From an optimization exercise on the open Yosys and OpenROAD flow, aimed at small area and a short achievable clock period; shortcuts taken in it are not production practice. At most, simulation tests tie the RTL to the original design; equivalence was not proved.

==> job 3222 <==
## fp_mul_top
module fp_mul_top
(
  input  logic        clk,
  input  logic        reset,
  input  logic [2:0]  r_mode,  
  input  logic [31:0] fp_x,
  input  logic [31:0] fp_y,
  output logic [31:0] fp_z,
  output logic        ovrf,
  output logic        udrf
);
==> module norm_round, before the edit <==
module norm_round
(
  input  logic [47:0] sum_a,
  input  logic [47:0] sum_b,
  input  logic        sign_z,
  input  logic [2:0]  r_mode,  
  output logic [22:0] frac_z,
  output logic        renorm
);
  logic [47:0] product, shifted;
  logic [23:0] trunc_sig;
  logic        guard, round_bit, sticky, inc;
  logic [24:0] rounded;
  assign product = sum_a + sum_b;
  assign shifted = product[47] ? product : product << 1;
  assign trunc_sig = shifted[47:24];
  assign guard     = shifted[23];
  assign round_bit = shifted[22];
  assign sticky    = |shifted[21:0];
  always_comb begin
    case (r_mode)
      3'd0:    inc = guard & (round_bit | sticky | trunc_sig[0]);
      3'd1:    inc = 1'b0;
      3'd2:    inc = sign_z & (guard | round_bit | sticky);
      3'd3:    inc = ~sign_z & (guard | round_bit | sticky);
      default: inc = guard;
    endcase
  end
  assign rounded = trunc_sig + inc;
  assign frac_z = rounded[22:0];
  assign renorm = product[47] | rounded[24];
endmodule
clock: 14.5 ns
lec_check: 0
abc_area: 1
cap_margin: 20
core_margin: 2
core_utilization: 40
setup_slack_margin: 4
slew_margin: 20
run.sh (not shown) runs the stock make flow with config.mk's settings and CLKGATE_MAP_FILE= SYNTH_SCRIPT=/design/flow/synth_recipe.tcl, a recipe that flattens the netlist after the stock synthesis.
==> job 8930 (differences from job 3222) <==
--- a/flow/design.v
+++ b/flow/design.v
@@ -1579,24 +1579,76 @@
 );
-  logic [47:0] product, shifted;
-  logic [23:0] trunc_sig;
-  logic        guard, round_bit, sticky, inc;
-  logic [24:0] rounded;
-  assign product = sum_a + sum_b;
-  assign shifted = product[47] ? product : product << 1;
-  assign trunc_sig = shifted[47:24];
-  assign guard     = shifted[23];
-  assign round_bit = shifted[22];
-  assign sticky    = |shifted[21:0];
-  always_comb begin
-    case (r_mode)
-      3'd0:    inc = guard & (round_bit | sticky | trunc_sig[0]);
-      3'd1:    inc = 1'b0;
-      3'd2:    inc = sign_z & (guard | round_bit | sticky);
-      3'd3:    inc = ~sign_z & (guard | round_bit | sticky);
-      default: inc = guard;
+  logic [47:0] g [0:6];
+  logic [47:0] p [0:6];
+  logic [47:0] carry;    
+  logic [47:0] product;
+  assign g[0] = sum_a & sum_b;
+  assign p[0] = sum_a ^ sum_b;
+  for (genvar l = 0; l < 6; l++) begin : g_lvl
+    for (genvar i = 0; i < 48; i++) begin : g_bit
+      if (i >= (1 << l)) begin : g_op
+        assign g[l+1][i] = g[l][i] | (p[l][i] & g[l][i-(1<<l)]);
+        assign p[l+1][i] = p[l][i] & p[l][i-(1<<l)];
+      end else begin : g_pass
+        assign g[l+1][i] = g[l][i];
+        assign p[l+1][i] = p[l][i];
+      end
+    end
+  end
+  assign carry   = {g[6][46:0], 1'b0};
+  assign product = p[0] ^ carry;
+  logic [21:0] zt;
+  logic        st0, st1;  
+  assign zt[0] = ~(sum_a[0] ^ sum_b[0]);
+  for (genvar i = 1; i < 22; i++) begin : g_zt
+    assign zt[i] = ~((sum_a[i] ^ sum_b[i]) ^ (sum_a[i-1] | sum_b[i-1]));
+  end
+  assign st0 = ~&zt[20:0];
+  assign st1 = ~&zt[21:0];
+  logic inc0, inc1;
+  function automatic logic round_inc(input logic [2:0] mode, input logic s,
+                                     input logic lsb, input logic grd,
+                                     input logic rnd, input logic stk);
+    case (mode)
+      3'd0:    round_inc = grd & (rnd | stk | lsb);
+      3'd1:    round_inc = 1'b0;
+      3'd2:    round_inc = s & (grd | rnd | stk);
+      3'd3:    round_inc = ~s & (grd | rnd | stk);
+      default: round_inc = grd;
     endcase
+  endfunction
+  assign inc0 = round_inc(r_mode, sign_z, product[23], product[22], product[21], st0);
+  assign inc1 = round_inc(r_mode, sign_z, product[24], product[23], product[22], st1);
+  logic [23:0] k0, k1;      
+  logic [23:0] ones0, ones1;  
+  logic        all0;
+  assign k0 = product[46:23];
+  assign k1 = product[47:24];
+  prefix_and #(.N(24)) u_pa0 (.a(k0), .y(ones0));
+  prefix_and #(.N(24)) u_pa1 (.a(k1), .y(ones1));
+  assign all0 = ones0[23] & k0[23];
+  logic [22:0] r0, r1;
+  assign r0 = k0[22:0] ^ ({23{inc0}} & ones0[22:0]);
+  assign r1 = k1[22:0] ^ ({23{inc1}} & ones1[22:0]);
+  assign frac_z = product[47] ? r1 : r0;
+  assign renorm = product[47] | (inc0 & all0);
+endmodule
+module prefix_and #(
+  parameter int N = 24
+) (
+  input  logic [N-1:0] a,
+  output logic [N-1:0] y
+);
+  localparam int L = $clog2(N);
+  logic [N-1:0] t [0:L];
+  assign t[0] = {a[N-2:0], 1'b1};
+  for (genvar l = 0; l < L; l++) begin : g_lvl
+    for (genvar i = 0; i < N; i++) begin : g_bit
+      if (i >= (1 << l)) begin : g_op
+        assign t[l+1][i] = t[l][i] & t[l][i-(1<<l)];
+      end else begin : g_pass
+        assign t[l+1][i] = t[l][i];
+      end
+    end
   end
-  assign rounded = trunc_sig + inc;
-  assign frac_z = rounded[22:0];
-  assign renorm = product[47] | rounded[24];
+  assign y = t[L];
 endmodule
Settings changed: SETUP_SLACK_MARGIN 4 to 5.
==> job 7834 (differences from job 3222) <==
--- a/flow/design.v
+++ b/flow/design.v
@@ -1579,24 +1579,76 @@
 );
-  logic [47:0] product, shifted;
-  logic [23:0] trunc_sig;
-  logic        guard, round_bit, sticky, inc;
-  logic [24:0] rounded;
-  assign product = sum_a + sum_b;
-  assign shifted = product[47] ? product : product << 1;
-  assign trunc_sig = shifted[47:24];
-  assign guard     = shifted[23];
-  assign round_bit = shifted[22];
-  assign sticky    = |shifted[21:0];
-  always_comb begin
-    case (r_mode)
-      3'd0:    inc = guard & (round_bit | sticky | trunc_sig[0]);
-      3'd1:    inc = 1'b0;
-      3'd2:    inc = sign_z & (guard | round_bit | sticky);
-      3'd3:    inc = ~sign_z & (guard | round_bit | sticky);
-      default: inc = guard;
+  logic [47:0] g [0:6];
+  logic [47:0] p [0:6];
+  logic [47:0] carry;    
+  logic [47:0] product;
+  assign g[0] = sum_a & sum_b;
+  assign p[0] = sum_a ^ sum_b;
+  for (genvar l = 0; l < 6; l++) begin : g_lvl
+    for (genvar i = 0; i < 48; i++) begin : g_bit
+      if (i >= (1 << l)) begin : g_op
+        assign g[l+1][i] = g[l][i] | (p[l][i] & g[l][i-(1<<l)]);
+        assign p[l+1][i] = p[l][i] & p[l][i-(1<<l)];
+      end else begin : g_pass
+        assign g[l+1][i] = g[l][i];
+        assign p[l+1][i] = p[l][i];
+      end
+    end
+  end
+  assign carry   = {g[6][46:0], 1'b0};
+  assign product = p[0] ^ carry;
+  logic [21:0] zt;
+  logic        st0, st1;  
+  assign zt[0] = ~(sum_a[0] ^ sum_b[0]);
+  for (genvar i = 1; i < 22; i++) begin : g_zt
+    assign zt[i] = ~((sum_a[i] ^ sum_b[i]) ^ (sum_a[i-1] | sum_b[i-1]));
+  end
+  assign st0 = ~&zt[20:0];
+  assign st1 = ~&zt[21:0];
+  logic inc0, inc1;
+  function automatic logic round_inc(input logic [2:0] mode, input logic s,
+                                     input logic lsb, input logic grd,
+                                     input logic rnd, input logic stk);
+    case (mode)
+      3'd0:    round_inc = grd & (rnd | stk | lsb);
+      3'd1:    round_inc = 1'b0;
+      3'd2:    round_inc = s & (grd | rnd | stk);
+      3'd3:    round_inc = ~s & (grd | rnd | stk);
+      default: round_inc = grd;
     endcase
+  endfunction
+  assign inc0 = round_inc(r_mode, sign_z, product[23], product[22], product[21], st0);
+  assign inc1 = round_inc(r_mode, sign_z, product[24], product[23], product[22], st1);
+  logic [23:0] k0, k1;      
+  logic [23:0] ones0, ones1;  
+  logic        all0;
+  assign k0 = product[46:23];
+  assign k1 = product[47:24];
+  prefix_and #(.N(24)) u_pa0 (.a(k0), .y(ones0));
+  prefix_and #(.N(24)) u_pa1 (.a(k1), .y(ones1));
+  assign all0 = ones0[23] & k0[23];
+  logic [22:0] r0, r1;
+  assign r0 = k0[22:0] ^ ({23{inc0}} & ones0[22:0]);
+  assign r1 = k1[22:0] ^ ({23{inc1}} & ones1[22:0]);
+  assign frac_z = product[47] ? r1 : r0;
+  assign renorm = product[47] | (inc0 & all0);
+endmodule
+module prefix_and #(
+  parameter int N = 24
+) (
+  input  logic [N-1:0] a,
+  output logic [N-1:0] y
+);
+  localparam int L = (N > 16) ? 5 : (N > 8) ? 4 : (N > 4) ? 3 : (N > 2) ? 2 : 1;
+  logic [N-1:0] t [0:L];
+  assign t[0] = {a[N-2:0], 1'b1};
+  for (genvar l = 0; l < L; l++) begin : g_lvl
+    for (genvar i = 0; i < N; i++) begin : g_bit
+      if (i >= (1 << l)) begin : g_op
+        assign t[l+1][i] = t[l][i] & t[l][i-(1<<l)];
+      end else begin : g_pass
+        assign t[l+1][i] = t[l][i];
+      end
+    end
   end
-  assign rounded = trunc_sig + inc;
-  assign frac_z = rounded[22:0];
-  assign renorm = product[47] | rounded[24];
+  assign y = t[L];
 endmodule
==> qor summary <==
quantity                                                                      job 8930                               job 3222                               job 7834
Non-Clock Inverter Count                                                           644                                    568                                    641
Wire length of the first global-routing pass                                  117.2 mm                               115.4 mm                               111.2 mm
Post-layout min period                                                        9.288 ns                               10.25 ns                               10.11 ns
Post-layout util                                                                50.72%                                 48.69%                                 44.65%
Met1 global-route usage                                                         37.52%                                 39.43%                                 36.78%
Sequential share of the synthesized area                                        3.456%                                 3.647%                                 3.456%
Result of the run                                              complete, no violations                complete, no violations                complete, no violations
Worst setup timing slack at the placement stage                               2.841 ns                               1.832 ns                               2.841 ns
Die Span Y                                                                    225.9 um                                 220 um                               225.9 um
Non-filler instance count after layout                                            3707                                   3433                                   3580
Number of cells produced by synthesis                                             2901                                   2683                                   2901
Worst-Margin Slew                                                            0.9655 ns                               1.031 ns                               1.071 ns
Worst setup path endpoint                        exp_exc_pack_inst.fp_z[14]$_SDFF_PP0_  exp_exc_pack_inst.fp_z[21]$_SDFF_PP0_  exp_exc_pack_inst.fp_z[30]$_SDFF_PP0_
For job 8930, only the layout was checked, not whether the RTL still works.

## what the ideal ports hide
Ports are ideal in the flow. The routed layouts listed here were re-timed in OpenROAD.
Step 1, drivers: a clkbuf_16 drives clk and a buf_2 each remaining input, both assumed.
Step 2 moves the port delays by t, midway between the first and last clock arrival at a register: inputs arrive t later, outputs are due t later. That takes back most of the time a late clock gives input paths.
Slacks: no drivers / after step 1 / after step 2; pairs: no drivers / after step 1.
| run | t (ns) | setup WS [ns] | worst hold slack (ns) | worst setup path at the end | worst data-port slew with drivers (ns) |
|---|---|---|---|---|---|
| job 3222 | 0.305 | 4.251 / 4.247 / 3.942 | 3.349 / 3.337 / 3.642 | input to register | 0.05 |
| job 8930 | 0.325 | 5.212 / 5.221 / 4.896 | 3.365 / 3.353 / 3.653 | input to register | 0.05 |
| job 7834 | 0.328 | 4.386 / 4.404 / 4.076 | 3.438 / 3.416 / 3.652 | input to register | 0.05 |
After both steps every run listed still meets setup and hold. For job 8930, which loses most, drivers alone change the setup slack by +0.009 ns; drivers and shift together by -0.316 ns.
